Background: an optimization exercise with open tools, aiming at small area and a short achievable clock period. Do not read the settings as production practice.
Function was checked by simulation only, so behaviour that the tests miss may differ from the original.
No activity file was given, so power comes from the tool's default toggle rates.

// sdram_host_responder
module sdram_host_responder #(
   parameter int unsigned ACK_LAT    = 3,
   parameter logic [22:0] FAULT_ADDR = 23'h000010,
   parameter logic [15:0] FAULT_XOR  = 16'h0001
) (
   input  logic        CLOCK_50,
   input  logic        RESET,
   input  logic [22:0] ADDR,
   input  logic        WR,
   input  logic        RD,
   input  logic [7:0]  LENGTH,
   input  logic [1:0]  DM,
   input  logic [15:0] DATAIN,
   output logic [15:0] DATAOUT,
   output logic        ACT,
   output logic        DONE,
   output logic        IN_REQ,
   output logic        OUT_VALID
);
make LEC_CHECK=0 CAP_MARGIN=20 CORE_MARGIN=2 CORE_UTILIZATION=45 CTS_CLUSTER_DIAMETER=80 CTS_CLUSTER_SIZE=24 SETUP_SLACK_MARGIN=3.2 SLEW_MARGIN=20 finish   # period 5.8 ns
run.sh (not shown) runs the stock make flow with config.mk's settings and CLKGATE_MAP_FILE= SYNTH_SCRIPT=/design/flow/synth_recipe.tcl, a recipe that flattens the netlist after the stock synthesis.
==> next run, changes <==
--- a/flow/config.mk
+++ b/flow/config.mk
@@ -10 +10 @@
-export CORE_UTILIZATION = 45
+export CORE_UTILIZATION = 55
Result:
- The changed run finished with timing, DRC and antenna clean
- non-clock buffer count goes up by 23
- count of clock-buffer cells in the layout goes up by 9
- global-route usage goes up by 7.7 points

---

Another version of the RTL of sdram_host_responder (not shown whole).
For scale: roughly 7600 cells after synthesis, roughly 4400 flip-flops, about 73 I/O pins, about 110000 um^2 of cells after synthesis.
clock: 5.8 ns
lec_check: 0
cap_margin: 20
core_margin: 2
core_utilization: 55
cts_cluster_diameter: 80
cts_cluster_size: 24
place_density: 0.7
setup_slack_margin: 3.2
slew_margin: 20
The first run passed the timing, DRC and antenna checks.
Then changed:
- CORE_UTILIZATION: 55 -> 60
- PLACE_DENSITY: 0.7 -> default
- SETUP_SLACK_MARGIN: 3.2 -> 3.15
=> Wire length rises by 3.8%. Die area falls by 8.3%. Power rises by 0.52%. Worst hold slack degrades by 0.0057 ns. Sequential share of layout area rises by 0.14 points. Clock power barely changes.
Then changed:
- CORE_UTILIZATION: 60 -> 55
- CTS_CLUSTER_SIZE: 24 -> 28
- SETUP_SLACK_MARGIN: 3.15 -> 3.3
What happened: The new run completed without violations; total power went down by 1.5%; combinational power decreases by about 1%; wire length stays flat.
Then changed:
- CTS_CLUSTER_SIZE: 28 -> 24
- SETUP_SLACK_MARGIN: 3.3 -> 3.2
Hold slack barely changes; clock skew stays flat; final area hardly moves; power rises by 1.1%; sequential cell count does not change.

---

Setup of try-umber:
sdram_host_responder, a different RTL version from the one above (not shown whole).
Size in the first run: about 7600 cells after synthesis, about 4400 flip-flops, about 73 I/O pins, about 0.11 mm^2 of cells after synthesis.
Settings: LEC_CHECK=0, CAP_MARGIN=20, CORE_MARGIN=2, CORE_UTILIZATION=55, CTS_CLUSTER_DIAMETER=80, CTS_CLUSTER_SIZE=24, SETUP_SLACK_MARGIN=3.2, SLEW_MARGIN=20; clock period 5.8 ns.
standard.sh (not shown) runs the stock make flow with config.mk's settings and CLKGATE_MAP_FILE= SYNTH_SCRIPT=/design/flow/synth_recipe.tcl, a recipe that flattens the netlist after the stock synthesis.
==> flow/flow/run.sh <==
#!/bin/bash
# The standard layout (standard.sh, all steps), except that the input and output
# ports are buffered with buf_4 rather than the delay cell buffer_ports picks on
# its own. Everything standard.sh prints goes to standard.log; each ORFS step
# keeps its own log under orfs/logs.
set -euo pipefail
export BUFFER_PORTS_ARGS="-buffer_cell sky130_fd_sc_hd__buf_4"
bash standard.sh > standard.log 2>&1
try-umber completed end to end with timing, DRC and antenna clean.
The inputs of try-indigo differ from those of try-umber as listed below.
==> flow/run.sh (new file) <==
#!/bin/bash
# synth_recipe.tcl (not shown) runs the flow's synth.tcl, then flattens the netlist and writes it again
# the make line also repeats each setting of config.mk as NAME=value (left out here)
make -C /OpenROAD-flow-scripts/flow DESIGN_CONFIG=/design/flow/config.mk WORK_HOME=/design/flow/orfs CLKGATE_MAP_FILE= SYNTH_SCRIPT=/design/flow/synth_recipe.tcl finish
removed: flow/flow/run.sh
removed: flow/standard.sh
[summary]
- try-indigo vs. try-umber: proportion of power drawn by combinational gates went down by 0.5 points.
- try-indigo gives more share of the final layout cell area in sequential cells than try-umber did.
- Compared with try-umber, in try-indigo antenna diode instance count down 3, proportion of power drawn by the clock network flat.

[afterwards: timing with drivers on the ports]
The results above use ideal ports. As a check the final layouts listed here were re-extracted and re-timed, cells and wires unchanged. Step 1 assumes that a clkbuf_16 drives the clock port and a buf_2 every other input. Step 2 moves the port delays by t, midway between the first and last clock arrival at a register: inputs arrive t later, outputs are due t later. That takes back most of the time a late clock gives input paths. Slacks: ideal / step 1 / step 2; pairs: ideal / step 1.
run	t, ns	slack for setup (ns)	worst slew at a driven data input, ns
the first run of note 1	0.990	2.896 / 2.896 / 2.334	0.06
the second run of note 1	0.975	2.923 / 2.923 / 2.272	0.09
the first run of note 2	0.967	3.134 / 3.116 / 2.212	0.10
the second run of note 2	0.956	3.087 / 3.085 / 2.130	0.14
the third run of note 2	0.927	3.069 / 3.069 / 2.316	0.14
the fourth run of note 2	0.954	3.119 / 3.036 / 2.273	0.09
try-umber	0.950	3.173 / 3.099 / 2.212	0.13
try-indigo	0.964	3.167 / 3.088 / 2.231	0.12
After both steps every run listed still meets setup and hold. The setup slack of try-umber, which loses most, moves by -0.074 ns with the drivers and by -0.961 ns with both steps.
